What follows belongs to an exercise in optimizing a design on an open flow for small area; a production flow would make more cautious choices.
Where RTL was checked, it was by simulation tests only, not by an equivalence proof against the original.
No activity file was given, so power comes from the tool's default toggle rates.

## lane 2
==> module bpcq_lane, before the edit <==
module bpcq_lane (
   input  logic        clock,
   input  logic        reset,
   input  logic        scan_en,
   input  logic        lvl,
   input  logic [15:0] short_ticks,
   input  logic [15:0] long_ticks,
   output logic        ge_s,
   output logic        ge_l,
   output logic        rose
);
   logic [15:0] hold, sum;
   logic [16:0] t, cs, cl;
   logic        clr;
   assign t[0] = scan_en && !lvl;
   for (genvar k = 0; k < 16; k++) begin : g_inc
      assign sum[k] = hold[k] ^ t[k];
      assign t[k+1] = hold[k] & t[k];
   end
   assign cs[0] = 1'b1;
   assign cl[0] = 1'b1;
   for (genvar k = 0; k < 16; k++) begin : g_cmp
      assign cs[k+1] = (hold[k] & ~short_ticks[k]) | (hold[k] & cs[k]) | (~short_ticks[k] & cs[k]);
      assign cl[k+1] = (hold[k] & ~long_ticks[k]) | (hold[k] & cl[k]) | (~long_ticks[k] & cl[k]);
   end
   assign ge_s = cs[16];
   assign ge_l = cl[16];
   assign rose = !lvl && !t[16] && (sum == short_ticks);
   assign clr = reset || (scan_en && lvl);
   always_ff @(posedge clock) begin
      hold <= clr ? 16'd0 : (sum | {16{t[16]}});
   end
endmodule
==> flow/config.mk <==
export PLATFORM = sky130hd
export DESIGN_NAME = button_press_classifier_queue_unit
export DESIGN_NICKNAME = button_press_classifier_queue_unit
export VERILOG_FILES = /design/flow/design.v
export SDC_FILE = /design/flow/constraint.sdc
export NUM_CORES = 4
export LEC_CHECK = 0
export CAP_MARGIN = 0
export CORE_MARGIN = 2
export CORE_UTILIZATION = 40
export SLEW_MARGIN = 0
==> flow/constraint.sdc <==
create_clock -name core_clock -period 12.0 [get_ports {clock}]
set_input_delay 2.4000 -clock core_clock [delete_from_list [all_inputs] [get_ports {clock}]]
set_output_delay 2.4000 -clock core_clock [all_outputs]
set_load 0.01 [all_outputs]
standard.sh (not shown) runs the stock make flow with config.mk's settings and CLKGATE_MAP_FILE= SYNTH_SCRIPT=/design/flow/synth_recipe.tcl, a recipe that flattens the netlist after the stock synthesis.
==> flow/flow/run.sh <==
#!/bin/bash
# Layout flow: the standard ORFS flow with these changes.
#  1. Synthesis is the standard flow's own script, except that Yosys's abc step maps the
#     design with each of the area-oriented flow/abc_*.script files and keeps
#     the smallest result (flow/multi_abc.tcl). Registers are mapped before
#     abc, so they come out the same as in the standard synthesis.
#     Yosys's full-adder extraction is skipped (ADDER_MAP_FILE empty), so
#     abc maps the adders and compares along with the rest of the logic.
#  2. Ports are buffered with buf_1 instead of the default buffer cell.
#  3. Clock tree synthesis runs without dummy loads, with the buffer and
#     clustering options in flow/cts_args.txt.
# Each ORFS step writes its own log under orfs/logs; make's output goes to
# make.log and the DEF export's to write_def.log.
set -euo pipefail
W=$PWD

# Synthesis script: synth_recipe.tcl with ORFS's synth.tcl swapped for a copy
# whose abc call is replaced by my_multi_abc.
sed "s#source \$::env(SCRIPTS_DIR)/synth.tcl#source $W/my_synth.tcl#" synth_recipe.tcl > my_synth_recipe.tcl
grep -q "my_synth.tcl" my_synth_recipe.tcl
awk -v m="$W/flow/multi_abc.tcl" '
  /^  log_cmd abc \{\*\}\$abc_args$/ { print "  my_multi_abc $abc_args $lib_args"; n++; next }
  { print }
  /^source \$::env\(SCRIPTS_DIR\)\/synth_preamble.tcl/ { print "source " m }
  END { if (n != 1) exit 1 }' "$FLOW_HOME/scripts/synth.tcl" > my_synth.tcl
grep -q "multi_abc.tcl" my_synth.tcl
export FLOW_ABC_SCRIPTS="$(ls $W/flow/abc_*.script | tr '\n' ' ')"

# The standard flow's make command line (from standard.sh), with our synthesis script.
ARGS=$(sed -n 's/^make \(.*\) "\${@:-finish}"$/\1/p' standard.sh)
[ -n "$ARGS" ]
ARGS=$(echo "$ARGS" | sed "s#SYNTH_SCRIPT=[^ ]*#SYNTH_SCRIPT=$W/my_synth_recipe.tcl#")
CTS="-sink_clustering_enable -repair_clock_nets -dont_use_dummy_load"
CTS="$CTS $(cat flow/cts_args.txt)"

eval make $ARGS \
  "ADDER_MAP_FILE=" \
  "BUFFER_PORTS_ARGS='-buffer_cell sky130_fd_sc_hd__buf_1'" \
  "CTS_ARGS='$CTS'" \
  finish > make.log 2>&1

# Final DEF, as standard.sh writes it.
R=$(echo "$ARGS" | sed -n 's#.*WORK_HOME=\([^ ]*\).*#\1#p')/results/sky130hd/button_press_classifier_queue_unit/base
: # left out here: write the final layout as DEF
Other scripts of this flow, unchanged in this note and not shown: flow/flow/abc_b8.script, flow/flow/abc_c2.script, flow/flow/abc_c5.script, flow/flow/abc_c8.script, flow/flow/abc_d1.script, flow/flow/abc_d2.script, flow/flow/abc_d6.script, flow/flow/abc_d7.script, flow/flow/cts_args.txt, flow/flow/multi_abc.tcl
Modified inputs, lane 5 compared to lane 2
--- a/flow/design.v
+++ b/flow/design.v
@@ -123,8 +123,8 @@
    assign cs[0] = 1'b1;
    assign cl[0] = 1'b1;
    for (genvar k = 0; k < 16; k++) begin : g_cmp
-      assign cs[k+1] = (hold[k] & ~short_ticks[k]) | (hold[k] & cs[k]) | (~short_ticks[k] & cs[k]);
-      assign cl[k+1] = (hold[k] & ~long_ticks[k]) | (hold[k] & cl[k]) | (~long_ticks[k] & cl[k]);
+      assign cs[k+1] = (sum[k] & ~short_ticks[k]) | (sum[k] & cs[k]) | (~short_ticks[k] & cs[k]);
+      assign cl[k+1] = (sum[k] & ~long_ticks[k]) | (sum[k] & cl[k]) | (~long_ticks[k] & cl[k]);
    end
    assign ge_s = cs[16];
    assign ge_l = cl[16];
==> comparison <==
Die: lane 5 smaller than lane 2. Global-route usage over all layers (higher): lane 2. Lane 5: number of standard cells after synthesis is about 2% higher than what lane 2 reported. Comparing lane 5 and lane 2, share of power burned in combinational logic is higher on lane 2. Looking at maximum vdd ir drop, lane 5 sits 0.0069 mV lower than lane 2 does. Status: share of the synthesized area in compound gates (AO/OA/AOI/OAI) parity (lane 2, lane 5). Compared lane 2 against lane 5; power in sequential cells within noise. Higher maximum fanout along the worst path was reported by lane 2, not lane 5. Highest signal layer in the routed design: met4 -> lane 5, met5 -> lane 2. Compared with lane 2, non-clock buffer count in lane 5 decreased by more than 10%. Between lane 2 and lane 5, the final core utilization does not differ in any meaningful way.
No functional check of the RTL was part of lane 5.

re-timing with driven ports:
How much do the figures lean on ideal ports? The routed layouts below were timed once more, with nothing changed but the port constraints.
Step 1 assumes that a clkbuf_16 drives the clock port and a buf_2 every other input.
Step 2 moves the port delays by t, midway between the first and last clock arrival at a register: inputs arrive t later, outputs are due t later. That takes back most of the time a late clock gives input paths.
a / b / c = no drivers / after step 1 / after step 2; a / b = the first two.
| run | t (ns) | setup slack, ns | worst register clock-pin slew, ns | pins driven straight from the clock port |
|---|---|---|---|---|
| lane 2 | 0.815 | 1.869 / 1.899 / 1.085 | 0.12 / 0.12 | 1 |
| lane 5 | 0.848 | 2.050 / 2.084 / 1.236 | 0.12 / 0.12 | 1 |
After both steps setup and hold are still met in every run listed. The setup slack of lane 5, which loses most, moves by +0.034 ns with the drivers and by -0.814 ns with both steps.
